Background: an optimization exercise with open tools, aiming at small area. Do not read the settings as production practice. RTL that was checked went through simulation tests only; none was proved equivalent to the original. For runs 2 to 4, only the layout was checked, not whether the RTL still works. No activity file was given, so power comes from the tool's default toggle rates.

[design/flow/config.mk]
export PLATFORM = sky130hd
export DESIGN_NAME = matmul_top
export DESIGN_NICKNAME = matmul_top
export VERILOG_FILES = /design/flow/design.v
export SDC_FILE = /design/flow/constraint.sdc
export NUM_CORES = 4
export LEC_CHECK = 0
export ABC_AREA = 1
export CAP_MARGIN = 20
export CORE_MARGIN = 2
export CORE_UTILIZATION = 40
export CTS_BUF_LIST = sky130_fd_sc_hd__clkbuf_16
export CTS_CLUSTER_DIAMETER = 100
export CTS_CLUSTER_SIZE = 30
export SLEW_MARGIN = 20
[design/flow/constraint.sdc]
create_clock -name core_clock -period 6.5 [get_ports {clk}]
set_input_delay 1.3000 -clock core_clock [delete_from_list [all_inputs] [get_ports {clk}]]
set_output_delay 1.3000 -clock core_clock [all_outputs]
set_load 0.01 [all_outputs]
[design/flow/design.v]
`default_nettype none
package weight_pkg;
    localparam int LANES = 3;
    localparam int LOW_BASE = 5;
    localparam int HIGH_BASE = 7;
    localparam int CODE_LIMIT = HIGH_BASE * HIGH_BASE * LOW_BASE;
    localparam int OP_W = 3;
    typedef logic [7:0] packed_weights_t;
    typedef logic [LANES*OP_W-1:0] weight_lane_t;
endpackage
`default_nettype wire
`default_nettype none
package array_pkg;
    localparam int SLICES = 3;
    localparam int LANES = 3;
    localparam int ROWS = LANES * SLICES;
    localparam int COLS = SLICES;
    localparam int ACT_W = 8;
    localparam int ACC_W = 17;
    localparam int RESULT_W = 8;
    localparam int RESULT_SHIFT = 9;
    typedef logic signed [ACT_W-1:0] activation_t;
    typedef logic [ACC_W-1:0] acc_t;
    typedef logic [RESULT_W-1:0] result_t;
endpackage
`default_nettype wire
`default_nettype none
module weight_decoder (
    input  weight_pkg::packed_weights_t code,
    output weight_pkg::weight_lane_t lanes
);
    logic valid;
    logic [7:0] by_low;
    logic [2:0] top_digit;
    logic [2:0] mid_digit;
    logic [2:0] low_digit;
    function automatic logic [2:0] low_digit_op(input logic [2:0] digit);
        case (digit)
            3'd1: low_digit_op = 3'b010;
            3'd2: low_digit_op = 3'b011;
            3'd3: low_digit_op = 3'b110;
            3'd4: low_digit_op = 3'b111;
            default: low_digit_op = 3'b000;
        endcase
    endfunction
    function automatic logic [2:0] high_digit_op(input logic [2:0] digit);
        case (digit)
            3'd1: high_digit_op = 3'b001;
            3'd2: high_digit_op = 3'b010;
            3'd3: high_digit_op = 3'b011;
            3'd4: high_digit_op = 3'b101;
            3'd5: high_digit_op = 3'b110;
            3'd6: high_digit_op = 3'b111;
            default: high_digit_op = 3'b000;
        endcase
    endfunction
    assign valid = code < 8'(weight_pkg::CODE_LIMIT);
    assign by_low = code / 8'(weight_pkg::LOW_BASE);
    assign low_digit = valid ? 3'(code % 8'(weight_pkg::LOW_BASE)) : 3'd0;
    assign mid_digit = valid ? 3'(by_low % 8'(weight_pkg::HIGH_BASE)) : 3'd0;
    assign top_digit = valid ? 3'(by_low / 8'(weight_pkg::HIGH_BASE)) : 3'd0;
    assign lanes[0*weight_pkg::OP_W +: weight_pkg::OP_W] = high_digit_op(top_digit);
    assign lanes[1*weight_pkg::OP_W +: weight_pkg::OP_W] = high_digit_op(mid_digit);
    assign lanes[2*weight_pkg::OP_W +: weight_pkg::OP_W] = low_digit_op(low_digit);
endmodule
`default_nettype wire
`default_nettype none
module operand_buffer (
    input  logic clk,
    input  logic reset,
    input  logic read_out,
    input  weight_pkg::weight_lane_t lanes,
    input  array_pkg::activation_t activation,
    output logic [3*weight_pkg::LANES*weight_pkg::OP_W-1:0] win_ops,
    output array_pkg::activation_t act_d3,
    output logic [1:0] slice,
    output logic [5:0] event_d
);
    logic ev;
    logic last_slice;
    logic complete;
    logic win0;
    logic win1;
    weight_pkg::weight_lane_t ops_d1;
    weight_pkg::weight_lane_t ops_d2;
    array_pkg::activation_t act_d1;
    array_pkg::activation_t act_d2;
    assign ev = reset | read_out;
    assign last_slice = slice == 2'd2;
    assign complete = last_slice & ~ev;
    always_ff @(posedge clk) begin
        if (ev || last_slice) begin
            slice <= 2'd0;
        end else begin
            slice <= slice + 2'd1;
        end
    end
    always_ff @(posedge clk) begin
        win0 <= complete;
        win1 <= win0;
        event_d <= {event_d[4:0], ev};
    end
    always_ff @(posedge clk) begin
        ops_d1 <= lanes;
        ops_d2 <= ops_d1;
        act_d1 <= activation;
        act_d2 <= act_d1;
        act_d3 <= act_d2;
        if (complete) begin
            win_ops <= {lanes, ops_d1, ops_d2};
        end else if (!(win0 || win1)) begin
            win_ops <= '0;
        end
    end
endmodule
`default_nettype wire
`default_nettype none
module mac_array (
    input  logic clk,
    input  logic [3*weight_pkg::LANES*weight_pkg::OP_W-1:0] win_ops,
    input  array_pkg::activation_t act_d3,
    input  logic ev,
    input  logic [5:0] event_d,
    output logic [3*array_pkg::RESULT_W-1:0] row0_out,
    output logic [8*array_pkg::RESULT_W-1:0] ring_hi
);
    localparam int OPW = weight_pkg::OP_W;
    localparam int LO = array_pkg::RESULT_SHIFT;
    localparam int HI = array_pkg::ACC_W - LO;
    function automatic logic [8:0] addend(input logic [2:0] op, input logic [7:0] a,
                                          input logic has_half);
        logic [8:0] v;
        case (op[1:0])
            2'd1: v = has_half ? {{2{a[7]}}, a[7:1]} : {a[7], a};
            2'd2: v = {a[7], a};
            2'd3: v = {a, 1'b0};
            default: v = 9'd0;
        endcase
        addend = v ^ {9{op[2]}};
    endfunction
    function automatic logic [LO:0] add_lo(input logic [LO-1:0] acc, input logic [LO-1:0] x,
                                           input logic cin);
        logic c;
        c = cin;
        for (int i = 0; i < LO; i++) begin
            add_lo[i] = acc[i] ^ x[i] ^ c;
            c = (acc[i] & x[i]) | (acc[i] & c) | (x[i] & c);
        end
        add_lo[LO] = c;
    endfunction
    function automatic logic [HI-1:0] add_hi(input logic [HI-1:0] acc, input logic s,
                                             input logic cin);
        logic c;
        c = cin;
        for (int i = 0; i < HI; i++) begin
            add_hi[i] = acc[i] ^ s ^ c;
            c = (acc[i] & s) | (acc[i] & c) | (s & c);
        end
    endfunction
    logic clear_lo;
    logic clear_hi;
    assign clear_lo = ev | event_d[0] | event_d[1];
    assign clear_hi = event_d[0] | event_d[1] | event_d[2];
    logic clear_row0;
    assign clear_row0 = event_d[3] | event_d[4] | event_d[5];
    for (genvar r = 0; r < array_pkg::ROWS; r++) begin : g_ring
        localparam int SL = r / 3;
        localparam int LN = r % 3;
        logic [2:0] op;
        logic [8:0] x;
        assign op = win_ops[(SL*3+LN)*OPW +: OPW];
        assign x = addend(op, act_d3, LN != 2);
        if (r == 0) begin : g_lazy
            array_pkg::acc_t slot0_q;
            array_pkg::acc_t slot1_q;
            array_pkg::acc_t slot2_q;
            logic [LO-1:0] lo_in;
            logic [HI-1:0] hi_in;
            logic [LO:0] lo_sum;
            logic [HI-1:0] hi_sum;
            assign lo_in = clear_row0 ? '0 : slot2_q[LO-1:0];
            assign hi_in = clear_row0 ? '0 : slot2_q[array_pkg::ACC_W-1:LO];
            assign lo_sum = add_lo(lo_in, x, op[2]);
            always_comb begin
                case ({x[8], lo_sum[LO]})
                    2'b01: hi_sum = hi_in + 1'b1;
                    2'b10: hi_sum = hi_in - 1'b1;
                    default: hi_sum = hi_in;
                endcase
            end
            always_ff @(posedge clk) begin
                slot0_q <= {hi_sum, lo_sum[LO-1:0]};
                slot1_q <= slot0_q;
                slot2_q <= slot1_q;
            end
            assign row0_out = {slot2_q[LO +: array_pkg::RESULT_W],
                               slot1_q[LO +: array_pkg::RESULT_W],
                               slot0_q[LO +: array_pkg::RESULT_W]};
        end else begin : g_split
            logic [LO-1:0] lo0_q;
            logic [LO-1:0] lo1_q;
            logic [LO-1:0] lo2_q;
            logic [HI-1:0] hi0_q;
            logic [HI-1:0] hi1_q;
            logic [HI-1:0] hi2_q;
            logic carry_q;
            logic sign_q;
            logic [LO:0] lo_sum;
            logic [HI-1:0] hi_sum;
            assign lo_sum = add_lo(lo2_q, x, op[2]);
            assign hi_sum = add_hi(hi0_q, sign_q, carry_q);
            always_ff @(posedge clk) begin
                lo0_q <= clear_lo ? '0 : lo_sum[LO-1:0];
                carry_q <= lo_sum[LO];
                sign_q <= x[8];
                hi0_q <= hi2_q;
                lo1_q <= lo0_q;
                hi1_q <= clear_hi ? '0 : hi_sum;
                lo2_q <= lo1_q;
                hi2_q <= hi1_q;
            end
            assign ring_hi[(r-1)*array_pkg::RESULT_W +: array_pkg::RESULT_W] = hi_sum;
        end
    end
endmodule
`default_nettype wire
`default_nettype none
module result_queue (
    input  logic clk,
    input  logic reset,
    input  logic read_out,
    input  logic [1:0] slice,
    input  logic ev,
    input  logic [5:0] event_d,
    input  logic [3*array_pkg::RESULT_W-1:0] row0_out,
    input  logic [8*array_pkg::RESULT_W-1:0] ring_hi,
    output array_pkg::result_t result
);
    localparam int RW = array_pkg::RESULT_W;
    logic capture;
    logic stale;
    logic active_q;
    logic row0_zero_q;
    logic [3:0] row_q;
    logic [1:0] col_q;
    logic [1:0] phase_q;
    assign capture = event_d[0] | event_d[1] | event_d[2];
    assign stale = (event_d[0] & event_d[1]) | (event_d[0] & event_d[2]) |
                   (event_d[1] & event_d[2]);
    logic [9*3*RW-1:0] snap;
    for (genvar s = 0; s < 3; s++) begin : g_row0
        assign snap[s*RW +: RW] = row0_zero_q ? '0 : row0_out[s*RW +: RW];
    end
    for (genvar r = 1; r < 9; r++) begin : g_snap
        array_pkg::result_t s0_q;
        array_pkg::result_t s1_q;
        array_pkg::result_t s2_q;
        always_ff @(posedge clk) begin
            if (capture) begin
                s0_q <= stale ? '0 : ring_hi[(r-1)*RW +: RW];
            end else begin
                s0_q <= s2_q;
            end
            s1_q <= s0_q;
            s2_q <= s1_q;
        end
        assign snap[(3*r+1)*RW +: RW] = s0_q;
        assign snap[(3*r+2)*RW +: RW] = s1_q;
        assign snap[(3*r+0)*RW +: RW] = s2_q;
    end
    always_ff @(posedge clk) begin
        if (reset) begin
            active_q <= 1'b0;
        end else if (read_out) begin
            active_q <= 1'b1;
            row_q <= '0;
            col_q <= '0;
            phase_q <= slice;
            row0_zero_q <= event_d[0] | event_d[1] | event_d[2];
        end else if (active_q) begin
            if (col_q == 2'd2) begin
                col_q <= 2'd0;
                row_q <= row_q + 4'd1;
                if (row_q == 4'd8) begin
                    active_q <= 1'b0;
                end
            end else begin
                col_q <= col_q + 2'd1;
            end
        end
    end
    always_comb begin
        result = '0;
        for (int r = 0; r < 9; r++) begin
            for (int s = 0; s < 3; s++) begin
                if (active_q && row_q == 4'(r) && phase_q == 2'(s)) begin
                    result = result | snap[(3*r+s)*RW +: RW];
                end
            end
        end
    end
endmodule
`default_nettype wire
`default_nettype none
module matmul_top (
    input  logic clk,
    input  logic reset,
    input  weight_pkg::packed_weights_t weights_in,
    input  array_pkg::activation_t activation_in,
    input  logic read_out,
    output array_pkg::result_t result
);
    weight_pkg::weight_lane_t lanes;
    logic [3*weight_pkg::LANES*weight_pkg::OP_W-1:0] win_ops;
    array_pkg::activation_t act_d3;
    logic [1:0] slice;
    logic [5:0] event_d;
    logic ev;
    logic [3*array_pkg::RESULT_W-1:0] row0_out;
    logic [8*array_pkg::RESULT_W-1:0] ring_hi;
    assign ev = reset | read_out;
    weight_decoder u_decoder (
        .code  (weights_in),
        .lanes (lanes)
    );
    operand_buffer u_buffer (
        .clk        (clk),
        .reset      (reset),
        .read_out   (read_out),
        .lanes      (lanes),
        .activation (activation_in),
        .win_ops    (win_ops),
        .act_d3     (act_d3),
        .slice      (slice),
        .event_d    (event_d)
    );
    mac_array u_array (
        .clk      (clk),
        .win_ops  (win_ops),
        .act_d3   (act_d3),
        .ev       (ev),
        .event_d  (event_d),
        .row0_out (row0_out),
        .ring_hi  (ring_hi)
    );
    result_queue u_queue (
        .clk      (clk),
        .reset    (reset),
        .read_out (read_out),
        .slice    (slice),
        .ev       (ev),
        .event_d  (event_d),
        .row0_out (row0_out),
        .ring_hi  (ring_hi),
        .result   (result)
    );
endmodule
`default_nettype wire
[design/flow/run.sh]
#!/bin/bash
# synth_recipe.tcl (not shown) runs the flow's synth.tcl, then flattens the netlist and writes it again
# the make line also repeats each setting of config.mk as NAME=value (left out here)
make -C /OpenROAD-flow-scripts/flow DESIGN_CONFIG=/design/flow/config.mk WORK_HOME=/design/flow/orfs CLKGATE_MAP_FILE= SYNTH_SCRIPT=/design/flow/synth_recipe.tcl finish
==> summary.txt, run 1 <==
Status
  – Status: finished clean

Cells and area
  – Fin area: 29800 sq um
  – Final nets: 2804
  – Layout cell share with drive strength beyond 1: 0.140
  – Layout Utilization: 0.462
  – Area grow syn2layout: 14.1%
  – Inserted Diodes: 0

STA
  – Clk_skew: 0.0364 ns
  – Unrepaired setup endpoints after global routing: true
  – Hold Vio Cnt, Final: 0
  – Hold slack: 0.318 ns
  – Normalized max-slew margin: 0.288
  – Worst slew pin tran: 1.06 ns
  – Final setup viols: 0
  – Min Tclk post-route: 6.36 ns
  – Fin. max-slew vios: 0
  – FMAX: 0.157 GHz
  – Tcrit/Tclk final: 0.979
  – Final WS setup: 0.136 ns

Synth
  – Post-synthesis mux area share: 0
  – Post-synth top flop: dfxtp_1
  – Number of flops mapped to enable cells by yosys: 36
  – Synth Area in Compound Gates: 0.0884
  – Post-synthesis async set-or-reset flop share: 0
  – Area leader, netlist: dfxtp_1
  – Post-Synth Simple-Gate Area: 0.103
  – Synth Instances: 2482
  – Yosys Warn Count: 4
  – Largest family of logic cells by synthesized area: adder cells
  – Net count after synthesis: 2659
  – Cell Area, Synth: 26200 sq um
  – Post-synthesis adder-cell area fraction: 0.113
  – Synth unique cells: 49
  – Yosys reg bits: 756
  – Mean Syn Cell Area: 10.5 sq um
  – Seq/Total Area, Yosys: 0.592
  – Share of the synthesized area in the top cell type: 0.551
  – XOR/XNOR share of the synthesized area: 0.0352
  – Top-count cell post-synth: dfxtp_1
  – Synth top area cells: dfxtp_1 55%, fa_1 9.9%, inv_1 5.6%
  – Commonest cells in the netlist: 720 x dfxtp_1, 390 x inv_1, 224 x nor2_1, 169 x nand2_1, 140 x o21ai_0

Place
  – Dpl cell area: 28300 sq um
  – Worst slack, placed: -1.03 ns
  – RePlAce Congestion: 0.825
  – I/O Buffers: 26
  – Dpl hpwl: 35700 microns

Route
  – Drc violations: 0
  – Drt total wl: 51100 microns
  – Vias/cell: 4.68
  – WL/cell: 14.7 microns
  – ANT nets after route: 0
  – Drt first pass iters: 6
  – Initial drt markers: 970
  – Vias: 16300

CTS
  – Clock root cell: clkbuf_16
  – H-tree levels: 1
  – # hold bufs at CTS: 0
  – TritonCTS Sinks: 756
  – Clock-pin slew on the worst setup and hold paths: 0.11 ns
  – CTS tree: done
  – Worst skew pair latency: 0.63 ns
  – Deepest clock path buffer count: 3
  – Cts bufs inserted: 29

Power
  – PD cells: 287 nW/um^2
  – VDD IR-drop max: 202 uV
  – Tot Pwr: 8.55 mW
  – Leak: 11.4 nW

Critical path
  – Type of origin of the critical path: input pin
  – Crit path arrival time: 6.74 ns
  – Crit Path Class: input pin to flip-flop
  – Required @ worst endpoint: 6.87 ns
  – Worst setup EP type: flip-flop
  – Max stage delay on crit path: 0.26 ns
  – Delay-heaviest family, CP: simple AND/OR/NAND/NOR gates
  – Reg2Reg Setup Slack: 0.34 ns
  – CP dominant cell by count: nand2_4
  – WP buf/inv: 6
  – Worst Path Max Fanout: 5
  – Slowest CP cell: o21ai_4

Global routing
  – Largest net degree at the start of global routing: 73
  – Global-route wire length before repair: 85600 microns
  – Vias in the first global route: 16800
  – Initial antenna violation count: 0
  – Grt ovf: 0
  – GRT Total Usage: 0.154

Floorplanning
  – Initial Util: 0.405
  – Die width: 260 microns
  – Die area: 67400 sq um
  – Die H: 260 microns
  – Core area: 64600 sq um
  – # rows: 93
  – IO Pins: 27

Flow run
  – MaxCap Viol Count: 0

Hold path
  – Hold/Removal Path Class: flip-flop to flip-flop
-- cell usage in the layout (no fill, tap or decap), drive strengths merged, types with 4 or more instances in the layout --
cell type        n
a21oi          130
a22oi           10
a32oi            5
buf            151
clkbuf          32
clkdlybuf4s50   10
clkinv          12
dfxtp          720
dlymetal6s2s     9
edfxtp          36
fa             129
ha              29
inv            414
nand2          196
nand3          111
nand4           18
nor2           229
nor3            11
nor4             4
o2111ai         16
o21ai          148
o221ai           7
o22ai           74
or2             11
xnor2           16
xor2            89
-- metal layers --
layer	GRT usage	up-vias	part of all wire
met2	0.257	262	0.47
li1	-	8111	-
met3	0.0197	85	0.031
met5	0	-	0
met4	0.0402	0	0.027
met1	0.210	7857	0.47
-- cell families after synthesis --
family,count (synthesis)
AOI/OAI and AO/OA,404
xor gates and xnor gates,105
adders and majority gates,158
buffers and inverters,476
DFF,756
and+or+nand+nor,583
-- final timing paths --
kind / startpoint / endpoint / cells after the start
max: weights_in[6] / u_buffer.win_ops[22] / 54
min: u_array.g_ring[2].g_split.lo1_q[1] / u_array.g_ring[2].g_split.lo2_q[1] / 0
max reg2reg: u_buffer.act_d3[0] / u_array.g_ring[0].g_lazy.slot0_q[16] / 25
min reg2reg: u_array.g_ring[2].g_split.lo1_q[1] / u_array.g_ring[2].g_split.lo2_q[1] / 0
-- through the flow --
step,instances,setup TNS (ns)
CTS,3478,0
detailed placement,3418,-10.58
global placement,3418,-7.44
floorplan,2482,-1.82
finish,3489,0
global route,3489,-1.22
-- flip-flops by register name, summed over array words and instances, names as in the netlist, 9 cells and up --
signal	cells
u_buffer.ops_d1	9
u_array.g_ring.g_lazy.slot2_q	17
u_array.g_ring.g_split.lo2_q	72
u_array.g_ring.g_split.hi2_q	64
u_array.g_ring.g_lazy.slot1_q	17
u_queue.g_snap.s0_q	64
u_buffer.ops_d2	9
u_array.g_ring.g_split.lo0_q	72
u_queue.g_snap.s2_q	64
u_array.g_ring.g_lazy.slot0_q	17
u_array.g_ring.g_split.lo1_q	72
u_buffer.win_ops	27
u_queue.g_snap.s1_q	64
u_array.g_ring.g_split.hi0_q	64
u_array.g_ring.g_split.hi1_q	64
-- repair_timing --
item                       in CTS  in global routing
buffers inserted               22                 12
resized for setup              42                122
setup endpoints to repair      21                 21
pin swaps                      40                 55
-- layout make-up --
| type | count | area (sq um) |
|---|---|---|
| Clock buffer | 29 | 726 |
| Fill cell | 5879 | 34700 |
| Tap cell | 855 | 1070 |
| Sequential cell | 756 | 15500 |
| Multi-Input combinational cell | 1250 | 9520 |
| Timing Repair Buffer | 173 | 1380 |
| Inverter | 417 | 1580 |
| Clock inverter | 9 | 76.3 |
-- where the power goes --
group	internal, mW	total (mW)	switching [mW]
Sequential	4.79	4.86	0.0720
Clock	0.825	2.18	1.36
Combinational	0.653	1.51	0.862
Total	6.26	8.55	2.29
==> run 2, diff against run 1 <==
--- a/design/flow/design.v
+++ b/design/flow/design.v
@@ -123,4 +123,4 @@
     input  logic [5:0] event_d,
-    output logic [3*array_pkg::RESULT_W-1:0] row0_out,
-    output logic [8*array_pkg::RESULT_W-1:0] ring_hi
+    input  logic [array_pkg::ROWS-1:0] stay,
+    output logic [3*array_pkg::ROWS*array_pkg::RESULT_W-1:0] slot_hi
 );
@@ -129,2 +129,3 @@
     localparam int HI = array_pkg::ACC_W - LO;
+    localparam int RW = array_pkg::RESULT_W;
     function automatic logic [8:0] addend(input logic [2:0] op, input logic [7:0] a,
@@ -143,6 +144,8 @@
         logic c;
+        logic p;
         c = cin;
         for (int i = 0; i < LO; i++) begin
-            add_lo[i] = acc[i] ^ x[i] ^ c;
-            c = (acc[i] & x[i]) | (acc[i] & c) | (x[i] & c);
+            p = acc[i] ^ x[i];
+            add_lo[i] = p ^ c;
+            c = (acc[i] & x[i]) | (p & c);
         end
@@ -153,6 +156,8 @@
         logic c;
+        logic p;
         c = cin;
         for (int i = 0; i < HI; i++) begin
-            add_hi[i] = acc[i] ^ s ^ c;
-            c = (acc[i] & s) | (acc[i] & c) | (s & c);
+            p = acc[i] ^ s;
+            add_hi[i] = p ^ c;
+            c = (acc[i] & s) | (p & c);
         end
@@ -160,5 +165,8 @@
     logic clear_lo;
-    logic clear_hi;
+    logic capture;
+    logic stale;
     assign clear_lo = ev | event_d[0] | event_d[1];
-    assign clear_hi = event_d[0] | event_d[1] | event_d[2];
+    assign capture = event_d[0] | event_d[1] | event_d[2];
+    assign stale = (event_d[0] & event_d[1]) | (event_d[0] & event_d[2]) |
+                   (event_d[1] & event_d[2]);
     logic clear_row0;
@@ -195,6 +203,7 @@
             end
-            assign row0_out = {slot2_q[LO +: array_pkg::RESULT_W],
-                               slot1_q[LO +: array_pkg::RESULT_W],
-                               slot0_q[LO +: array_pkg::RESULT_W]};
+            assign slot_hi[0*RW +: RW] = slot0_q[LO +: RW];
+            assign slot_hi[1*RW +: RW] = slot1_q[LO +: RW];
+            assign slot_hi[2*RW +: RW] = slot2_q[LO +: RW];
         end else begin : g_split
+            localparam int E = (r == 1) ? 1 : (r <= 3) ? 2 : (r <= 7) ? 3 : 4;
             logic [LO-1:0] lo0_q;
@@ -205,2 +214,8 @@
             logic [HI-1:0] hi2_q;
+            logic [E-1:0] ext0_q;
+            logic [E-1:0] ext1_q;
+            logic [E-1:0] ext2_q;
+            logic frozen0_q;
+            logic frozen1_q;
+            logic frozen2_q;
             logic carry_q;
@@ -208,5 +223,9 @@
             logic [LO:0] lo_sum;
+            logic [HI-1:0] hi_in;
             logic [HI-1:0] hi_sum;
+            logic keep;
             assign lo_sum = add_lo(lo2_q, x, op[2]);
-            assign hi_sum = add_hi(hi0_q, sign_q, carry_q);
+            assign hi_in = frozen0_q ? {{(HI-E){ext0_q[E-1]}}, ext0_q} : hi0_q;
+            assign hi_sum = add_hi(hi_in, sign_q, carry_q);
+            assign keep = frozen0_q & stay[r];
             always_ff @(posedge clk) begin
@@ -216,8 +235,22 @@
                 hi0_q <= hi2_q;
+                ext0_q <= ext2_q;
+                frozen0_q <= frozen2_q;
                 lo1_q <= lo0_q;
-                hi1_q <= clear_hi ? '0 : hi_sum;
+                if (capture) begin
+                    hi1_q <= stale ? '0 : hi_sum;
+                end else if (keep) begin
+                    hi1_q <= hi0_q;
+                end else begin
+                    hi1_q <= hi_sum;
+                end
+                ext1_q <= capture ? '0 : hi_sum[E-1:0];
+                frozen1_q <= capture | keep;
                 lo2_q <= lo1_q;
                 hi2_q <= hi1_q;
+                ext2_q <= ext1_q;
+                frozen2_q <= frozen1_q;
             end
-            assign ring_hi[(r-1)*array_pkg::RESULT_W +: array_pkg::RESULT_W] = hi_sum;
+            assign slot_hi[(3*r+0)*RW +: RW] = hi0_q;
+            assign slot_hi[(3*r+1)*RW +: RW] = hi1_q;
+            assign slot_hi[(3*r+2)*RW +: RW] = hi2_q;
         end
@@ -232,6 +265,5 @@
     input  logic [1:0] slice,
-    input  logic ev,
     input  logic [5:0] event_d,
-    input  logic [3*array_pkg::RESULT_W-1:0] row0_out,
-    input  logic [8*array_pkg::RESULT_W-1:0] ring_hi,
+    input  logic [3*array_pkg::ROWS*array_pkg::RESULT_W-1:0] slot_hi,
+    output logic [array_pkg::ROWS-1:0] stay,
     output array_pkg::result_t result
@@ -239,4 +271,2 @@
     localparam int RW = array_pkg::RESULT_W;
-    logic capture;
-    logic stale;
     logic active_q;
@@ -246,26 +276,4 @@
     logic [1:0] phase_q;
-    assign capture = event_d[0] | event_d[1] | event_d[2];
-    assign stale = (event_d[0] & event_d[1]) | (event_d[0] & event_d[2]) |
-                   (event_d[1] & event_d[2]);
-    logic [9*3*RW-1:0] snap;
-    for (genvar s = 0; s < 3; s++) begin : g_row0
-        assign snap[s*RW +: RW] = row0_zero_q ? '0 : row0_out[s*RW +: RW];
-    end
-    for (genvar r = 1; r < 9; r++) begin : g_snap
-        array_pkg::result_t s0_q;
-        array_pkg::result_t s1_q;
-        array_pkg::result_t s2_q;
-        always_ff @(posedge clk) begin
-            if (capture) begin
-                s0_q <= stale ? '0 : ring_hi[(r-1)*RW +: RW];
-            end else begin
-                s0_q <= s2_q;
-            end
-            s1_q <= s0_q;
-            s2_q <= s1_q;
-        end
-        assign snap[(3*r+1)*RW +: RW] = s0_q;
-        assign snap[(3*r+2)*RW +: RW] = s1_q;
-        assign snap[(3*r+0)*RW +: RW] = s2_q;
-    end
+    logic [1:0] step_col;
+    logic step_before;
     always_ff @(posedge clk) begin
@@ -292,7 +300,20 @@
     always_comb begin
+        case (phase_q + col_q)
+            2'd0: step_col = 2'd0;
+            2'd1: step_col = 2'd1;
+            2'd2: step_col = 2'd2;
+            default: step_col = 2'd0;
+        endcase
+    end
+    assign step_before = col_q < step_col;
+    for (genvar r = 0; r < array_pkg::ROWS; r++) begin : g_stay
+        assign stay[r] = active_q & ((row_q < 4'(r)) | ((row_q == 4'(r)) & step_before));
+    end
+    always_comb begin
         result = '0;
-        for (int r = 0; r < 9; r++) begin
+        for (int r = 0; r < array_pkg::ROWS; r++) begin
             for (int s = 0; s < 3; s++) begin
-                if (active_q && row_q == 4'(r) && phase_q == 2'(s)) begin
-                    result = result | snap[(3*r+s)*RW +: RW];
+                if (active_q && row_q == 4'(r) && phase_q == 2'(s) &&
+                    !(r == 0 && row0_zero_q)) begin
+                    result = result | slot_hi[(3*r+s)*RW +: RW];
                 end
@@ -318,4 +339,4 @@
     logic ev;
-    logic [3*array_pkg::RESULT_W-1:0] row0_out;
-    logic [8*array_pkg::RESULT_W-1:0] ring_hi;
+    logic [array_pkg::ROWS-1:0] stay;
+    logic [3*array_pkg::ROWS*array_pkg::RESULT_W-1:0] slot_hi;
     assign ev = reset | read_out;
@@ -337,9 +358,9 @@
     mac_array u_array (
-        .clk      (clk),
-        .win_ops  (win_ops),
-        .act_d3   (act_d3),
-        .ev       (ev),
-        .event_d  (event_d),
-        .row0_out (row0_out),
-        .ring_hi  (ring_hi)
+        .clk     (clk),
+        .win_ops (win_ops),
+        .act_d3  (act_d3),
+        .ev      (ev),
+        .event_d (event_d),
+        .stay    (stay),
+        .slot_hi (slot_hi)
     );
@@ -350,6 +371,5 @@
         .slice    (slice),
-        .ev       (ev),
         .event_d  (event_d),
-        .row0_out (row0_out),
-        .ring_hi  (ring_hi),
+        .slot_hi  (slot_hi),
+        .stay     (stay),
         .result   (result)
==> run 2 against run 1 <==
  * Maximum frequency up 4.5%
  * Flip-flop and latch count down 105
  * Sequential share of layout area down 0.22 points
  * Largest cell class unchanged
  * Largest power group unchanged
==> summary.txt, run 2 <==
Critical path
  – Delay-heaviest family, CP: adder cells (was simple AND/OR/NAND/NOR gates)
  – CP dominant cell by count: fa_1 (was nand2_4)
  – WP buf/inv: 3 (was 6)
  – Worst setup EP type: flip-flop (unchanged)
  – Required @ worst endpoint: 7.00 ns (was 6.87 ns)
  – Slowest CP cell: fa_1 (was o21ai_4)
  – Worst Path Max Fanout: 6 (was 5)
  – Type of origin of the critical path: flip-flop (was input pin)
  – Crit path arrival time: 6.59 ns (was 6.74 ns)
  – Max stage delay on crit path: 0.43 ns (was 0.26 ns)
  – Crit Path Class: flip-flop to flip-flop (was input pin to flip-flop)

Cells and area
  – Area grow syn2layout: 8.29% (was 14.1%)
  – Regs by FF count: u_array.g_ring.g_split.lo0_q x72, u_array.g_ring.g_split.lo1_q x72, u_array.g_ring.g_split.lo2_q x72 (unchanged)
  – Most frequent cells in the layout: 615 x dfxtp_1, 373 x inv_1, 247 x nand2_1 (was 719 x dfxtp_1, 394 x inv_1, 217 x nor2_1)
  – Inserted Diodes: 0 (unchanged)
  – Final Non-Filler Cells: 3166 (was 3489)
  – Most common cell after layout, fill and taps aside: dfxtp_1 (unchanged)
  – Layout cell share with drive strength beyond 1: 0.0497 (was 0.140)
  – Final nets: 2563 (was 2804)
  – Fill cells: 5614 (was 5879)

Power
  – Tot Pwr: 6.79 mW (was 8.55 mW)
  – Leak: 9.40 nW (was 11.4 nW)
  – PD cells: 262 nW/um^2 (was 287 nW/um^2)
  – VDD IR-drop max: 206 uV (was 202 uV)

Synth
  – Commonest cells in the netlist: 615 x dfxtp_1, 368 x inv_1, 249 x nand2_1, 217 x nor2_1, 129 x fa_1 (was 720 x dfxtp_1, 390 x inv_1, 224 x nor2_1, 169 x nand2_1, 140 x o21ai_0)
  – Mean Syn Cell Area: 10.2 sq um (was 10.5 sq um)
  – Synth top area cells: dfxtp_1 51%, fa_1 11%, inv_1 5.8% (was dfxtp_1 55%, fa_1 9.9%, inv_1 5.6%)
  – Net count after synthesis: 2524 (was 2659)
  – Synth unique cells: 50 (was 49)
  – Number of flops mapped to enable cells by yosys: 36 (unchanged)
  – Share of the synthesized area in the top cell type: 0.515 (was 0.551)
  – Yosys Warn Count: 4 (unchanged)
  – Top-count cell post-synth: dfxtp_1 (unchanged)
  – Post-synth top flop: dfxtp_1 (unchanged)
  – Seq/Total Area, Yosys: 0.560 (was 0.592)
  – Area leader, netlist: dfxtp_1 (unchanged)
  – Yosys reg bits: 651 (was 756)
  – Cell Area, Synth: 23900 sq um (was 26200 sq um)
  – Synth Instances: 2347 (was 2482)
  – Post-synthesis async set-or-reset flop share: 0 (unchanged)

CTS
  – Cts bufs inserted: 25 (was 29)
  – Worst skew pair latency: 0.60 ns (was 0.63 ns)
  – # hold bufs at CTS: 0 (unchanged)
  – Clock-pin slew on the worst setup and hold paths: 0.11 ns (about the same)
  – Deepest clock path buffer count: 3 (unchanged)
  – CTS tree: done (unchanged)
  – H-tree levels: 1 (unchanged)
  – Clock root cell: clkbuf_16 (unchanged)
  – TritonCTS Sinks: 651 (was 756)

Global routing
  – Grt ovf: 0 (unchanged)
  – Vias in the first global route: 15600 (was 16800)
  – Global-route wire length before repair: 84300 microns (was 85600 microns)
  – GRT Total Usage: 0.168 (was 0.154)
  – Initial antenna violation count: 0 (unchanged)
  – Largest net degree at the start of global routing: 73 (unchanged)

STA
  – Hold Vio Cnt, Final: 0 (unchanged)
  – Unrepaired setup endpoints after global routing: false (was true)
  – Worst slew pin tran: 1.02 ns (was 1.06 ns)
  – Final setup viols: 0 (unchanged)
  – Clk_skew: 0.0244 ns (was 0.0364 ns)
  – Min Tclk post-route: 6.09 ns (was 6.36 ns)
  – Fin. max-slew vios: 0 (unchanged)
  – Tcrit/Tclk final: 0.937 (was 0.979)
  – Normalized max-slew margin: 0.300 (was 0.288)
  – Final WS setup: 0.408 ns (was 0.136 ns)
  – FMAX: 0.164 GHz (was 0.157 GHz)

Floorplanning
  – Core area: 59000 sq um (was 64600 sq um)
  – Die H: 249 microns (was 260 microns)
  – Die width: 249 microns (was 260 microns)
  – IO Pins: 27 (unchanged)
  – Initial Util: 0.405 (about the same)
  – Die area: 61800 sq um (was 67400 sq um)
  – # rows: 89 (was 93)

Route
  – Vias: 15400 (was 16300)
  – Drc violations: 0 (unchanged)
  – Drt total wl: 52200 microns (was 51100 microns)
  – WL/cell: 16.5 microns (was 14.7 microns)
  – ANT nets after route: 0 (unchanged)
  – Drt first pass iters: 5 (was 6)
  – Initial drt markers: 1047 (was 970)
  – Vias/cell: 4.87 (was 4.68)

Place
  – RePlAce Congestion: 0.923 (was 0.825)
  – I/O Buffers: 26 (unchanged)
  – Dpl hpwl: 38700 microns (was 35700 microns)
  – Worst slack, placed: -0.0571 ns (was -1.03 ns)
  – Inst Count DP: 3132 (was 3418)

Status
  – Status: finished clean (unchanged)

Hold path
  – Hold/Removal Path Class: flip-flop to flip-flop (unchanged)

Flow run
  – MaxCap Viol Count: 0 (unchanged)
run 2: cell types whose count changed in the layout (fill, tap and decap cells not counted), sizes merged, moves of 15 or more:
cell and delta:
nand2 +71, clkdlybuf4s50 +16, a221oi +16, buf -123, a21oi -29, o22ai +15, nand3 -50, dfxtp -105
inv -33, o21ai -23
run 2: layout make-up:
cell class | instances | area [sq um] | area share
Clock buffer | 25 | 626 | 0.0242
Clock inverter | 9 | 37.5 | 0.00145
Inverter | 384 | 1440 | 0.0557
Multi-Input combinational cell | 1270 | 8960 | 0.346
Sequential cell | 651 | 13400 | 0.517
Tap cell | 773 | 967 | 0.0373
Timing Repair Buffer | 54 | 470 | 0.0182
run 2: worst paths after layout:
path	start	endpoint	cells after the start	slack, ns
setup / recovery	u_buffer.win_ops[0]	u_array.g_ring[0].g_lazy.slot0_q[16]	26	0.41
hold / removal	u_array.g_ring[4].g_split.lo0_q[0]	u_array.g_ring[4].g_split.lo1_q[0]	0	0.32
setup reg to reg	u_buffer.win_ops[0]	u_array.g_ring[0].g_lazy.slot0_q[16]	26	0.41
hold reg to reg	u_array.g_ring[4].g_split.lo0_q[0]	u_array.g_ring[4].g_split.lo1_q[0]	0	0.32
run 2: power by group:
part | switching, mW | internal [mW] | total, mW
registers | 0.0687 | 4.15 | 4.21
clock network | 1.16 | 0.703 | 1.86
logic | 0.478 | 0.239 | 0.717
run 2: routing by layer:
layer | up-vias | global-route usage | part of all wire
met1 | 7412 | 0.231 | 0.47
met5 | - | 0 | 0
li1 | 7578 | - | -
met2 | 338 | 0.284 | 0.47
met4 | 0 | 0.0459 | 0.029
met3 | 87 | 0.0160 | 0.033
run 2: what timing repair did:
item / CTS / global route
endpoints found under the hold margin: 0 / 0
gates resized for setup: 0 / 8
endpoints found under the setup margin: 0 / 2
setup buffers: 0 / 0
run 2: kinds of logic (layout without fill, tap and decap cells):
kind of cell / after synthesis / after routing / share of synthesized area
xor gates and xnor gates: 100 / 100 / 0.0366
muxes: 2 / 2 / 0.000837
buffers and inverters: 426 / 472 / 0.0669
and+or+nand+nor: 600 / 600 / 0.108
DFF: 651 / 651 / 0.560
adders and majority gates: 159 / 159 / 0.124
AOI/OAI and AO/OA: 409 / 409 / 0.104
run 2: worst register-to-register path: cells and delay by family (launching register included):
kind | cells | cell delay [ns]
flip-flops | 1 | 0.42
adder cells (fa/ha/maj) | 10 | 3.54
AND/OR/NAND/NOR | 3 | 0.30
XOR/XNOR | 2 | 0.23
buffers and inverters | 3 | 0.32
AO/OA/AOI/OAI | 8 | 1.20
run 2: metrics by stage:
step	util	hold WS [ns]	TNS [ns]	area [sq um]
2_1_floorplan	-	0.310	0	23900
3_3_place_gp	0.427	0.310	0	25200
3_5_place_dp	0.427	0.312	-0.116	25200
4_1_cts	0.438	0.329	0	25900
5_1_grt	0.439	0.338	0	25900
6_report	0.439	0.322	0	25900
==> run 3, diff against run 2 <==
--- a/design/flow/config.mk
+++ b/design/flow/config.mk
@@ -10,3 +10,3 @@
 export CORE_MARGIN = 2
-export CORE_UTILIZATION = 40
+export CORE_UTILIZATION = 75
 export CTS_BUF_LIST = sky130_fd_sc_hd__clkbuf_16
==> run 3 against run 2 <==
  * Still clean on timing, DRC and antenna
  * Wire length about the same
  * Maximum frequency shrank 2.8%
  * Die area down 46%
  * Clock skew down 0.0094 ns
  * First-iteration DRC count rose by 46%
  * Non-clock buffer count down 4
  * Critical path depth grew 2
  * Sequential power about the same
  * Setup slack lost 0.18 ns
  * Critical path type unchanged
==> summary.txt, run 3 <==
CTS
  – Cts bufs inserted: 25 (unchanged)
  – CTS tree: done (unchanged)
  – # resized after CTS: 0 (unchanged)
  – Worst skew pair latency: 0.58 ns (was 0.60 ns)
  – Post-CTS Setup Inserts: 0 (unchanged)
  – Clock root cell: clkbuf_16 (unchanged)
  – H-tree levels: 1 (unchanged)
  – # hold bufs at CTS: 0 (unchanged)
  – TritonCTS Sinks: 651 (unchanged)
  – Clock-pin slew on the worst setup and hold paths: 0.11 ns (about the same)
  – Deepest clock path buffer count: 3 (unchanged)

Cells and area
  – Most frequent cells in the layout: 615 x dfxtp_1, 377 x inv_1, 247 x nand2_1 (was 615 x dfxtp_1, 373 x inv_1, 247 x nand2_1)
  – Multi-input gate area: 8950 sq um (was 8960 sq um)
  – Regs by FF count: u_array.g_ring.g_split.lo0_q x72, u_array.g_ring.g_split.lo1_q x72, u_array.g_ring.g_split.lo2_q x72 (unchanged)
  – Fill cells: 1981 (was 5614)
  – Area grow syn2layout: 6.20% (was 8.29%)
  – Final nets: 2559 (was 2563)
  – FF+latch area: 13400 sq um (unchanged)
  – Layout cell share with drive strength beyond 1: 0.0464 (was 0.0497)
  – Most common cell after layout, fill and taps aside: dfxtp_1 (unchanged)
  – Inserted Diodes: 0 (unchanged)

Floorplanning
  – Core area: 31500 sq um (was 59000 sq um)
  – Die width: 183 microns (was 249 microns)
  – Initial Util: 0.760 (was 0.405)
  – # rows: 65 (was 89)
  – IO Pins: 27 (unchanged)
  – Die H: 183 microns (was 249 microns)
  – Die area: 33300 sq um (was 61800 sq um)

Synth
  – Yosys reg bits: 651 (unchanged)
  – Post-synthesis async set-or-reset flop share: 0 (unchanged)
  – Mean Syn Cell Area: 10.2 sq um (unchanged)
  – Seq/Total Area, Yosys: 0.560 (unchanged)
  – Synth unique cells: 50 (unchanged)
  – Synth top area cells: dfxtp_1 51%, fa_1 11%, inv_1 5.8% (unchanged)
  – Yosys Warn Count: 4 (unchanged)
  – Number of flops mapped to enable cells by yosys: 36 (unchanged)
  – Share of the synthesized area in the top cell type: 0.515 (unchanged)
  – Area leader, netlist: dfxtp_1 (unchanged)
  – Top-count cell post-synth: dfxtp_1 (unchanged)
  – Cell Area, Synth: 23900 sq um (unchanged)
  – Post-synth top flop: dfxtp_1 (unchanged)
  – Commonest cells in the netlist: 615 x dfxtp_1, 368 x inv_1, 249 x nand2_1, 217 x nor2_1, 129 x fa_1 (unchanged)
  – Net count after synthesis: 2524 (unchanged)
  – Synth Instances: 2347 (unchanged)

Power
  – NetSw: 1.71 mW (was 1.70 mW)
  – Leak: 9.39 nW (was 9.40 nW)
  – PD cells: 268 nW/um^2 (was 262 nW/um^2)
  – VDD IR-drop max: 302 uV (was 206 uV)
  – Seq pwr share: 0.620 (about the same)
  – Internal power: 5.09 mW (about the same)
  – Sw frac: 0.251 (about the same)
  – Clock share of power: 0.270 (was 0.274)
  – Combinational power share: 0.109 (was 0.106)

STA
  – Final setup viols: 0 (unchanged)
  – Setup TNS Final: 0 ns (unchanged)
  – Hold slack: 0.329 ns (was 0.322 ns)
  – Tcrit/Tclk final: 0.964 (was 0.937)
  – Worst slew pin tran: 0.989 ns (was 1.02 ns)
  – Clk_skew: 0.0150 ns (was 0.0244 ns)
  – Fin. max-slew vios: 0 (unchanged)
  – FMAX: 0.160 GHz (was 0.164 GHz)
  – Hold Vio Cnt, Final: 0 (unchanged)
  – Min Tclk post-route: 6.27 ns (was 6.09 ns)
  – Unrepaired setup endpoints after global routing: false (unchanged)
  – Normalized max-slew margin: 0.339 (was 0.300)

Critical path
  – Crit Path Class: flip-flop to flip-flop (unchanged)
  – Type of origin of the critical path: flip-flop (unchanged)
  – R2R Path Start: u_buffer.win_ops[0] (unchanged)
  – Required @ worst endpoint: 6.96 ns (was 7.00 ns)
  – Worst Path Max Fanout: 4 (was 6)
  – Worst setup EP type: flip-flop (unchanged)
  – Slowest CP cell: edfxtp_1 (was fa_1)
  – Critical path origin: u_buffer.win_ops[0] (unchanged)
  – Max stage delay on crit path: 0.43 ns (about the same)
  – Crit path arrival time: 6.73 ns (was 6.59 ns)

Flow run
  – MaxCap Viol Count: 0 (unchanged)

Status
  – Status: finished clean (unchanged)

Hold path
  – Hold path startpoint: u_array.g_ring[2].g_split.lo1_q[1] (was u_array.g_ring[4].g_split.lo0_q[0])
  – Hold/Removal Path Class: flip-flop to flip-flop (unchanged)

Global routing
  – Vias in the first global route: 16500 (was 15600)
  – Initial antenna violation count: 0 (unchanged)
  – Global-route wire length before repair: 84500 microns (was 84300 microns)
  – Grt ovf: 0 (unchanged)
  – GRT Total Usage: 0.322 (was 0.168)
  – Largest net degree at the start of global routing: 61 (was 73)

Route
  – Drt first pass iters: 7 (was 5)
  – Vias/cell: 5.75 (was 4.87)
  – Vias: 16100 (was 15400)
  – ANT nets after route: 0 (unchanged)
  – Drc violations: 0 (unchanged)
  – Initial drt markers: 1529 (was 1047)
  – WL/cell: 18.7 microns (was 16.5 microns)
  – Drt total wl: 52300 microns (was 52200 microns)

Place
  – Dpl hpwl: 37900 microns (was 38700 microns)
  – RePlAce Congestion: 0.931 (was 0.923)
  – I/O Buffers: 26 (unchanged)
## run 3: logic make-up (layout without fill, tap and decap cells)
family	after synthesis	in the layout	synth area share
AND/OR/NAND/NOR	600	600	0.108
buffers and inverters	426	469	0.0669
adder cells (fa/ha/maj)	159	159	0.124
flip-flops	651	651	0.560
AO/OA/AOI/OAI	409	409	0.104
XOR/XNOR	100	100	0.0366
multiplexers	2	2	0.000837
## run 3: layout make-up
class / count / area share
Tap cell: 402 / 0.0198
Clock buffer: 25 / 0.0246
Clock inverter: 10 / 0.00177
Timing Repair Buffer: 50 / 0.0173
Inverter: 384 / 0.0567
Multi-Input combinational cell: 1270 / 0.352
Sequential cell: 651 / 0.527
## run 3: worst paths after layout
check	to	slack (ns)	cells past startpoint
max	u_array.g_ring[0].g_lazy.slot0_q[16]	0.23	28
min	u_array.g_ring[2].g_split.lo2_q[1]	0.33	0
max reg2reg	u_array.g_ring[0].g_lazy.slot0_q[16]	0.23	28
min reg2reg	u_array.g_ring[2].g_split.lo2_q[1]	0.33	0
## run 3: metrics by stage
step           cells  setup slack (ns)  instance area, sq um  total power, mW   util
2_1_floorplan   2347             0.112                 23900             4.83      -
3_3_place_gp    2757             0.336                 24700             4.99  0.785
3_5_place_dp    2757           -0.0395                 24700             5.04  0.785
4_1_cts         2792            0.0468                 25400             6.82  0.806
5_1_grt         2792            0.0104                 25400             7.08  0.807
6_report        2792             0.231                 25400             6.80  0.807
## run 3: power groups by stage
| stage | Sequential (mW) | Combinational, mW | Clock [mW] |
|---|---|---|---|
| floorplan | 4.27 | 0.560 | 0 |
| CTS | 4.22 | 0.741 | 1.86 |
| global route | 4.23 | 0.839 | 2.00 |
| detailed placement | 4.31 | 0.734 | 0 |
| finish | 4.22 | 0.743 | 1.84 |
| global placement | 4.30 | 0.691 | 0 |
## run 3: worst max-delay path: cells and delay by family (launching register included)
family	cells	cell delay [ns]
adders and majority gates	10	3.56
and+or+nand+nor	5	0.45
DFF	1	0.43
buffers and inverters	3	0.34
xor gates and xnor gates	1	0.14
AOI/OAI and AO/OA	9	1.23
## run 3: per-layer routing
layer	routed length, microns	share of wire	global-route usage	vias up
li1	-	-	-	7567
met1	21000	0.40	0.418	7678
met2	25400	0.49	0.553	638
met3	2970	0.057	0.0311	172
met4	2860	0.055	0.146	0
met5	0	0	0	-
==> run 4, diff against run 3 <==
--- a/design/flow/config.mk
+++ b/design/flow/config.mk
@@ -10,3 +10,3 @@
 export CORE_MARGIN = 2
-export CORE_UTILIZATION = 75
+export CORE_UTILIZATION = 60
 export CTS_BUF_LIST = sky130_fd_sc_hd__clkbuf_16
==> run 4 against run 3 <==
  * Flip-flop and latch count did not move
  * Critical path type unchanged
  * Utilization is 16 points lower
  * Clock power about the same
  * Clock skew grew 0.012 ns
  * Count of clock-buffer cells in the layout unchanged
  * Still clean on timing, DRC and antenna
  * Final area is 0.92% higher
==> summary.txt, run 4 <==
Cells and area
  – Fill cells: 3251 (was 1981)
  – Fin area: 25600 sq um (was 25400 sq um)
  – Layout cell share with drive strength beyond 1: 0.0488 (was 0.0464)
  – Final nets: 2565 (was 2559)
  – Most frequent cells in the layout: 615 x dfxtp_1, 379 x inv_1, 246 x nand2_1 (was 615 x dfxtp_1, 377 x inv_1, 247 x nand2_1)
  – Layout Utilization: 0.648 (was 0.807)
  – Final Non-Filler Cells: 2924 (was 2792)
  – Area grow syn2layout: 7.17% (was 6.20%)
  – Regs by FF count: u_array.g_ring.g_split.lo0_q x72, u_array.g_ring.g_split.lo1_q x72, u_array.g_ring.g_split.lo2_q x72 (unchanged)
  – FF+latch area: 13400 sq um (unchanged)
  – Multi-input gate area: 8950 sq um (about the same)
  – Most common cell after layout, fill and taps aside: dfxtp_1 (unchanged)
  – Inserted Diodes: 0 (unchanged)

STA
  – Clk_skew: 0.0267 ns (was 0.0150 ns)
  – Worst slew pin tran: 1.14 ns (was 0.989 ns)
  – Tcrit/Tclk final: 0.939 (was 0.964)
  – FMAX: 0.164 GHz (was 0.160 GHz)
  – Normalized max-slew margin: 0.219 (was 0.339)
  – Hold Vio Cnt, Final: 0 (unchanged)
  – Unrepaired setup endpoints after global routing: false (unchanged)
  – Fin. max-slew vios: 0 (unchanged)
  – Final setup viols: 0 (unchanged)
  – Min Tclk post-route: 6.11 ns (was 6.27 ns)
  – Hold slack: 0.324 ns (was 0.329 ns)

Synth
  – Synth top area cells: dfxtp_1 51%, fa_1 11%, inv_1 5.8% (unchanged)
  – Cell Area, Synth: 23900 sq um (unchanged)
  – Number of flops mapped to enable cells by yosys: 36 (unchanged)
  – Yosys Warn Count: 4 (unchanged)
  – Commonest cells in the netlist: 615 x dfxtp_1, 368 x inv_1, 249 x nand2_1, 217 x nor2_1, 129 x fa_1 (unchanged)
  – Synth Instances: 2347 (unchanged)
  – Mean Syn Cell Area: 10.2 sq um (unchanged)
  – Top-count cell post-synth: dfxtp_1 (unchanged)
  – Area leader, netlist: dfxtp_1 (unchanged)
  – Net count after synthesis: 2524 (unchanged)
  – Yosys reg bits: 651 (unchanged)
  – Synth unique cells: 50 (unchanged)
  – Seq/Total Area, Yosys: 0.560 (unchanged)
  – Share of the synthesized area in the top cell type: 0.515 (unchanged)
  – Post-synth top flop: dfxtp_1 (unchanged)
  – Post-synthesis async set-or-reset flop share: 0 (unchanged)

Power
  – VDD IR-drop max: 312 uV (was 302 uV)
  – Leak: 9.44 nW (was 9.39 nW)
  – PD cells: 266 nW/um^2 (was 268 nW/um^2)
  – Tot Pwr: 6.82 mW (was 6.80 mW)

Critical path
  – Max stage delay on crit path: 0.47 ns (was 0.43 ns)
  – Worst Path Max Fanout: 6 (was 4)
  – Delay-heaviest family, CP: adder cells (unchanged)
  – WP buf/inv: 2 (was 3)
  – R2R Path Start: u_buffer.win_ops[1] (was u_buffer.win_ops[0])
  – Type of origin of the critical path: flip-flop (unchanged)
  – Crit Path Class: flip-flop to flip-flop (unchanged)
  – Crit. path cell count: 25 (was 28)
  – Reg2Reg Setup Slack: 0.39 ns (was 0.23 ns)
  – Slowest CP cell: edfxtp_1 (unchanged)
  – Required @ worst endpoint: 6.99 ns (was 6.96 ns)
  – Reg2Reg Depth: 25 (was 28)
  – CP dominant cell by count: fa_1
  – Worst setup EP type: flip-flop (unchanged)
  – Reg-to-reg endpoint: u_array.g_ring[0].g_lazy.slot0_q[16] (unchanged)
  – Crit path arrival time: 6.60 ns (was 6.73 ns)

CTS
  – TritonCTS Sinks: 651 (unchanged)
  – Worst skew pair latency: 0.60 ns (was 0.58 ns)
  – Cts bufs inserted: 25 (unchanged)
  – Post-CTS Setup Inserts: 0 (unchanged)
  – Clock-pin slew on the worst setup and hold paths: 0.11 ns (about the same)
  – CTS tree: done (unchanged)
  – Deepest clock path buffer count: 3 (unchanged)
  – # hold bufs at CTS: 0 (unchanged)
  – Clock root cell: clkbuf_16 (unchanged)
  – H-tree levels: 1 (unchanged)

Route
  – WL/cell: 17.7 microns (was 18.7 microns)
  – Vias: 15600 (was 16100)
  – Vias/cell: 5.32 (was 5.75)
  – Initial drt markers: 1016 (was 1529)
  – Drt total wl: 51900 microns (was 52300 microns)
  – ANT nets after route: 0 (unchanged)
  – Drc violations: 0 (unchanged)
  – Drt first pass iters: 5 (was 7)

Hold path
  – Hold Path End: u_array.g_ring[1].g_split.lo1_q[8] (was u_array.g_ring[2].g_split.lo2_q[1])
  – Hold path startpoint: u_array.g_ring[1].g_split.lo0_q[8] (was u_array.g_ring[2].g_split.lo1_q[1])
  – Worst hold path stage count: 0 (unchanged)
  – Hold/Removal Path Class: flip-flop to flip-flop (unchanged)

Floorplanning
  – Die area: 41500 sq um (was 33300 sq um)
  – Die H: 204 microns (was 183 microns)
  – Die width: 204 microns (was 183 microns)
  – IO Pins: 27 (unchanged)
  – Initial Util: 0.605 (was 0.760)
  – Core area: 39500 sq um (was 31500 sq um)
  – # rows: 73 (was 65)

Flow run
  – MaxCap Viol Count: 0 (unchanged)

Global routing
  – Global-route wire length before repair: 82500 microns (was 84500 microns)
  – Largest net degree at the start of global routing: 45 (was 61)
  – GRT Total Usage: 0.255 (was 0.322)
  – Initial antenna violation count: 0 (unchanged)
  – Grt ovf: 0 (unchanged)
  – Vias in the first global route: 15500 (was 16500)

Place
  – Dpl hpwl: 38300 microns (was 37900 microns)
  – Dpl cell area: 24900 sq um (was 24700 sq um)
  – RePlAce Congestion: 0.922 (was 0.931)
  – I/O Buffers: 26 (unchanged)
  – Inst Count DP: 2886 (was 2757)

Status
  – Status: finished clean (unchanged)
-- run 4: cell counts after synthesis --
No cell type changed its count.
-- run 4: how the worst max path moves through the flow --
stage / startpoint / endpoint / slack (ns)
floorplan: u_buffer.act_d3[1] / u_array.g_ring[0].g_lazy.slot0_q[16] / 0.11
global placement: weights_in[7] / u_buffer.win_ops[22] / 0.29
global route: u_buffer.win_ops[0] / u_array.g_ring[0].g_lazy.slot0_q[16] / 0.02
detailed placement: weights_in[7] / u_buffer.win_ops[22] / -0.07
CTS: u_buffer.win_ops[1] / u_array.g_ring[0].g_lazy.slot0_q[16] / 0.21
finish: u_buffer.win_ops[1] / u_array.g_ring[0].g_lazy.slot0_q[16] / 0.39
-- run 4: kinds of logic after synthesis --
group / share of synthesized area
adder cells (fa/ha/maj): 0.124
buffers and inverters: 0.0669
multiplexers: 0.000837
flip-flops: 0.560
XOR/XNOR: 0.0366
AO/OA/AOI/OAI: 0.104
AND/OR/NAND/NOR: 0.108
-- run 4: repair_timing --
item                                    in CTS  in global routing
endpoints found under the setup margin       0                  1
gates resized for setup                      0                  6
hold endpoints to repair                     0                  0
-- run 4: layout make-up --
| cell class | instances | share of cell area |
|---|---|---|
| multi-input cells | 1270 | 0.349 |
| clock inverters | 13 | 0.00239 |
| clock buffers | 25 | 0.0244 |
| inverters | 384 | 0.0562 |
| well taps | 525 | 0.0256 |
| repair buffers | 56 | 0.0197 |
| flip-flops and latches | 651 | 0.523 |
-- run 4: power breakdown --
group | leakage, nW | internal, mW | switching (mW)
registers | 5.39 | 4.15 | 0.0724
clock network | 0.377 | 0.711 | 1.16
logic | 3.67 | 0.240 | 0.495
-- run 4: per-layer routing --
layer,track usage,wire length (microns),vias to the layer above
met5,0,0,-
met3,0.0267,1850,107
li1,-,-,7586
met2,0.434,25000,334
met1,0.333,22600,7539
met4,0.106,2470,0
-- run 4: through the flow --
stage               setup TNS [ns]  setup slack (ns)
finish                           0             0.394
global route                     0            0.0241
CTS                              0             0.213
detailed placement          -0.219           -0.0663
global placement                 0             0.290
floorplan                        0             0.112
==> run 5, diff against run 4 <==
--- a/design/flow/design.v
+++ b/design/flow/design.v
@@ -144,8 +144,8 @@
         logic c;
-        logic p;
+        logic [1:0] t;
         c = cin;
         for (int i = 0; i < LO; i++) begin
-            p = acc[i] ^ x[i];
-            add_lo[i] = p ^ c;
-            c = (acc[i] & x[i]) | (p & c);
+            t = {1'b0, acc[i]} + {1'b0, x[i]} + {1'b0, c};
+            add_lo[i] = t[0];
+            c = t[1];
         end
@@ -156,8 +156,8 @@
         logic c;
-        logic p;
+        logic [1:0] t;
         c = cin;
         for (int i = 0; i < HI; i++) begin
-            p = acc[i] ^ s;
-            add_hi[i] = p ^ c;
-            c = (acc[i] & s) | (p & c);
+            t = {1'b0, acc[i]} + {1'b0, s} + {1'b0, c};
+            add_hi[i] = t[0];
+            c = t[1];
         end
--- a/design/flow/config.mk
+++ b/design/flow/config.mk
@@ -10,3 +10,3 @@
 export CORE_MARGIN = 2
-export CORE_UTILIZATION = 60
+export CORE_UTILIZATION = 40
 export CTS_BUF_LIST = sky130_fd_sc_hd__clkbuf_16
==> run 5 against run 4 <==
  * Setup slack got worse by 0.041 ns
  * Clock skew increased by 0.011 ns
  * Clock power increased by 2%
  * Die area increased by 50%
  * Sequential power about the same
  * Critical path type unchanged
==> summary.txt, run 5 <==
Status
  – Status: finished clean (unchanged)

STA
  – Unrepaired setup endpoints after global routing: false (unchanged)
  – Hold slack: 0.311 ns (was 0.324 ns)
  – Setup TNS Final: 0 ns (unchanged)
  – Final setup viols: 0 (unchanged)
  – Final WS setup: 0.353 ns (was 0.394 ns)
  – Hold Vio Cnt, Final: 0 (unchanged)
  – Tcrit/Tclk final: 0.946 (was 0.939)
  – Clk_skew: 0.0375 ns (was 0.0267 ns)
  – FMAX: 0.163 GHz (was 0.164 GHz)
  – Min Tclk post-route: 6.15 ns (was 6.11 ns)
  – Normalized max-slew margin: 0.280 (was 0.219)
  – Worst slew pin tran: 1.05 ns (was 1.14 ns)
  – Fin. max-slew vios: 0 (unchanged)

Floorplanning
  – IO Pins: 27 (unchanged)
  – Die width: 249 microns (was 204 microns)
  – Initial Util: 0.406 (was 0.605)
  – Die H: 249 microns (was 204 microns)
  – # rows: 89 (was 73)
  – Die area: 62100 sq um (was 41500 sq um)
  – Core area: 59200 sq um (was 39500 sq um)

Route
  – Vias/cell: 4.90 (was 5.32)
  – ANT nets after route: 0 (unchanged)
  – WL/cell: 16.0 microns (was 17.7 microns)
  – Vias: 15600 (about the same)
  – Drt first pass iters: 7 (was 5)
  – Drt total wl: 51100 microns (was 51900 microns)
  – Drc violations: 0 (unchanged)
  – Initial drt markers: 929 (was 1016)

Power
  – Leak: 9.76 nW (was 9.44 nW)
  – PD cells: 265 nW/um^2 (was 266 nW/um^2)
  – VDD IR-drop max: 197 uV (was 312 uV)

Synth
  – Net count after synthesis: 2537 (was 2524)
  – Post-synthesis async set-or-reset flop share: 0 (unchanged)
  – Area leader, netlist: dfxtp_1 (unchanged)
  – Cell Area, Synth: 24100 sq um (was 23900 sq um)
  – Synth Instances: 2360 (was 2347)
  – Share of the synthesized area in the top cell type: 0.512 (was 0.515)
  – Seq/Total Area, Yosys: 0.557 (was 0.560)
  – Commonest cells in the netlist: 615 x dfxtp_1, 384 x inv_1, 265 x nand2_1, 224 x nor2_1, 129 x fa_1 (was 615 x dfxtp_1, 368 x inv_1, 249 x nand2_1, 217 x nor2_1, 129 x fa_1)
  – Synth top area cells: dfxtp_1 51%, fa_1 11%, inv_1 6.0% (was dfxtp_1 51%, fa_1 11%, inv_1 5.8%)
  – Post-synth top flop: dfxtp_1 (unchanged)
  – Yosys Warn Count: 4 (unchanged)
  – Yosys reg bits: 651 (unchanged)
  – Synth unique cells: 56 (was 50)
  – Top-count cell post-synth: dfxtp_1 (unchanged)
  – Number of flops mapped to enable cells by yosys: 36 (unchanged)
  – Mean Syn Cell Area: 10.2 sq um (about the same)

Place
  – I/O Buffers: 26 (unchanged)
  – Worst slack, placed: -0.198 ns (was -0.0663 ns)
  – RePlAce Congestion: 0.885 (was 0.922)
  – Dpl hpwl: 38000 microns (was 38300 microns)

Critical path
  – Slowest CP cell: fa_1 (was edfxtp_1)
  – Critical path origin: u_buffer.win_ops[0] (was u_buffer.win_ops[1])
  – R2R Path Start: u_buffer.win_ops[0] (was u_buffer.win_ops[1])
  – Crit Path Class: flip-flop to flip-flop (unchanged)
  – Required @ worst endpoint: 7.00 ns (was 6.99 ns)
  – Worst Path Max Fanout: 2 (was 6)
  – Reg-to-reg endpoint: u_array.g_ring[0].g_lazy.slot0_q[16] (unchanged)
  – Crit path arrival time: 6.65 ns (was 6.60 ns)
  – Type of origin of the critical path: flip-flop (unchanged)
  – Reg2Reg Setup Slack: 0.35 ns (was 0.39 ns)
  – Worst setup EP type: flip-flop (unchanged)
  – Reg2Reg Depth: 27 (was 25)
  – Max stage delay on crit path: 0.43 ns (was 0.47 ns)
  – CP dominant cell by count: fa_2 (was fa_1)
  – Critical Path End: u_array.g_ring[0].g_lazy.slot0_q[16] (unchanged)

Cells and area
  – Fill cells: 5626 (was 3251)
  – Final nets: 2582 (was 2565)
  – Area grow syn2layout: 8.84% (was 7.17%)
  – Most common cell after layout, fill and taps aside: dfxtp_1 (unchanged)
  – Regs by FF count: u_array.g_ring.g_split.lo0_q x72, u_array.g_ring.g_split.lo1_q x72, u_array.g_ring.g_split.lo2_q x72 (unchanged)
  – Layout cell share with drive strength beyond 1: 0.0592 (was 0.0488)
  – Most frequent cells in the layout: 615 x dfxtp_1, 393 x inv_1, 263 x nand2_1 (was 615 x dfxtp_1, 379 x inv_1, 246 x nand2_1)
  – Inserted Diodes: 0 (unchanged)

CTS
  – H-tree levels: 1 (unchanged)
  – Worst skew pair latency: 0.61 ns (was 0.60 ns)
  – Cts bufs inserted: 25 (unchanged)
  – Deepest clock path buffer count: 3 (unchanged)
  – Clock root cell: clkbuf_16 (unchanged)
  – Clock-pin slew on the worst setup and hold paths: 0.11 ns (about the same)
  – # hold bufs at CTS: 0 (unchanged)
  – CTS tree: done (unchanged)
  – TritonCTS Sinks: 651 (unchanged)

Global routing
  – GRT Total Usage: 0.164 (was 0.255)
  – Global-route wire length before repair: 82600 microns (was 82500 microns)
  – Largest net degree at the start of global routing: 73 (was 45)
  – Vias in the first global route: 15700 (was 15500)
  – Initial antenna violation count: 1 (was 0)
  – Grt ovf: 0 (unchanged)

Flow run
  – MaxCap Viol Count: 0 (unchanged)

Hold path
  – Hold/Removal Path Class: flip-flop to flip-flop (unchanged)
run 5: critical path, delay by kind of cell (launching register included):
family,cells,cell delay (ns)
adder cells (fa/ha/maj),10,3.54
AO/OA/AOI/OAI,9,1.18
flip-flops,1,0.40
XOR/XNOR,2,0.36
AND/OR/NAND/NOR,3,0.32
buffers and inverters,3,0.26
run 5: timing repair:
item / 4_1_cts / 5_1_grt
hold endpoints to repair: 0 / 0
setup buffers: 0 / 1
endpoints found under the setup margin: 1 / 3
pin swaps: 1 / 3
resized for setup: 6 / 12
run 5: through the flow:
step | util | instances | power [mW] | area [sq um]
floorplan | - | 2360 | 4.89 | 24100
global placement | 0.428 | 3149 | 5.07 | 25400
detailed placement | 0.429 | 3150 | 5.11 | 25400
CTS | 0.441 | 3188 | 7.00 | 26100
global route | 0.442 | 3189 | 7.25 | 26200
finish | 0.442 | 3189 | 6.94 | 26200
run 5: worst min-delay path by stage:
stage                                        startpoint                                   to  slack [ns]  cells after the start
global route        u_array.g_ring[0].g_lazy.slot0_q[8]  u_array.g_ring[0].g_lazy.slot1_q[8]        0.34                      0
finish               u_array.g_ring[7].g_split.lo1_q[8]   u_array.g_ring[7].g_split.lo2_q[8]        0.31                      0
CTS                  u_array.g_ring[6].g_split.lo1_q[8]   u_array.g_ring[6].g_split.lo2_q[8]        0.32                      0
detailed placement   u_array.g_ring[4].g_split.lo1_q[0]   u_array.g_ring[4].g_split.lo2_q[0]        0.31                      0
floorplan           u_array.g_ring[0].g_lazy.slot0_q[0]  u_array.g_ring[0].g_lazy.slot1_q[0]        0.31                      0
global placement     u_array.g_ring[5].g_split.lo0_q[2]   u_array.g_ring[5].g_split.lo1_q[2]        0.31                      0
run 5: cells by family after synthesis:
group	after synthesis	synth area share
muxes	1	0.000416
DFF	651	0.557
AOI/OAI and AO/OA	397	0.104
xor gates and xnor gates	106	0.0389
buffers and inverters	444	0.0693
adders and majority gates	159	0.123
and+or+nand+nor	602	0.108
run 5: cell type report:
class	instances	area, sq um	area share
Timing Repair Buffer	59	531	0.0203
Tap cell	773	967	0.0369
Clock inverter	13	81.3	0.00311
Clock buffer	25	626	0.0239
Inverter	403	1510	0.0578
Multi-Input combinational cell	1265	9070	0.346
Sequential cell	651	13400	0.512
run 5: power by group:
part / internal (mW) / leakage, nW / switching [mW] / total (mW)
sequential: 4.14 / 5.39 / 0.0713 / 4.21
clock: 0.748 / 0.380 / 1.16 / 1.91
combinational: 0.273 / 3.99 / 0.544 / 0.817
total: 5.16 / 9.76 / 1.78 / 6.94
run 5: layer usage:
metal,share of wire,vias to the layer above,track usage
met5,0,-,0
met4,0.026,0,0.0417
met3,0.040,87,0.0170
met2,0.48,361,0.284
met1,0.46,7570,0.218
li1,-,7610,-

-- port drivers added, routing unchanged --
How much do the figures lean on ideal ports? The routed layouts below were timed once more, with nothing changed but the port constraints. Step 1 sets driving cells, clkbuf_16 on the clock port and buf_2 on the other inputs (assumed; they add their load-dependent delay and slew). Step 2 times the ports against the registers' clock, not the clock port: input delays grow and output delays shrink by t, the midpoint of the rising clock arrivals with the driver on. a / b / c = no drivers / after step 1 / after step 2; a / b = the first two.
run | shift t [ns] | setup WS [ns] | worst register clock-pin slew, ns
run 1 | 0.670 | 0.136 / 0.123 / -0.547 | 0.12 / 0.12
run 2 | 0.643 | 0.408 / 0.408 / -0.117 | 0.12 / 0.12
run 3 | 0.622 | 0.231 / 0.231 / -0.147 | 0.12 / 0.12
run 4 | 0.643 | 0.394 / 0.394 / -0.137 | 0.12 / 0.12
run 5 | 0.644 | 0.353 / 0.353 / -0.093 | 0.12 / 0.12
Met with ideal ports but missed after step 2: setup timing in every run listed. For run 1, which loses most, drivers alone change the setup slack by -0.013 ns; drivers and shift together by -0.683 ns.
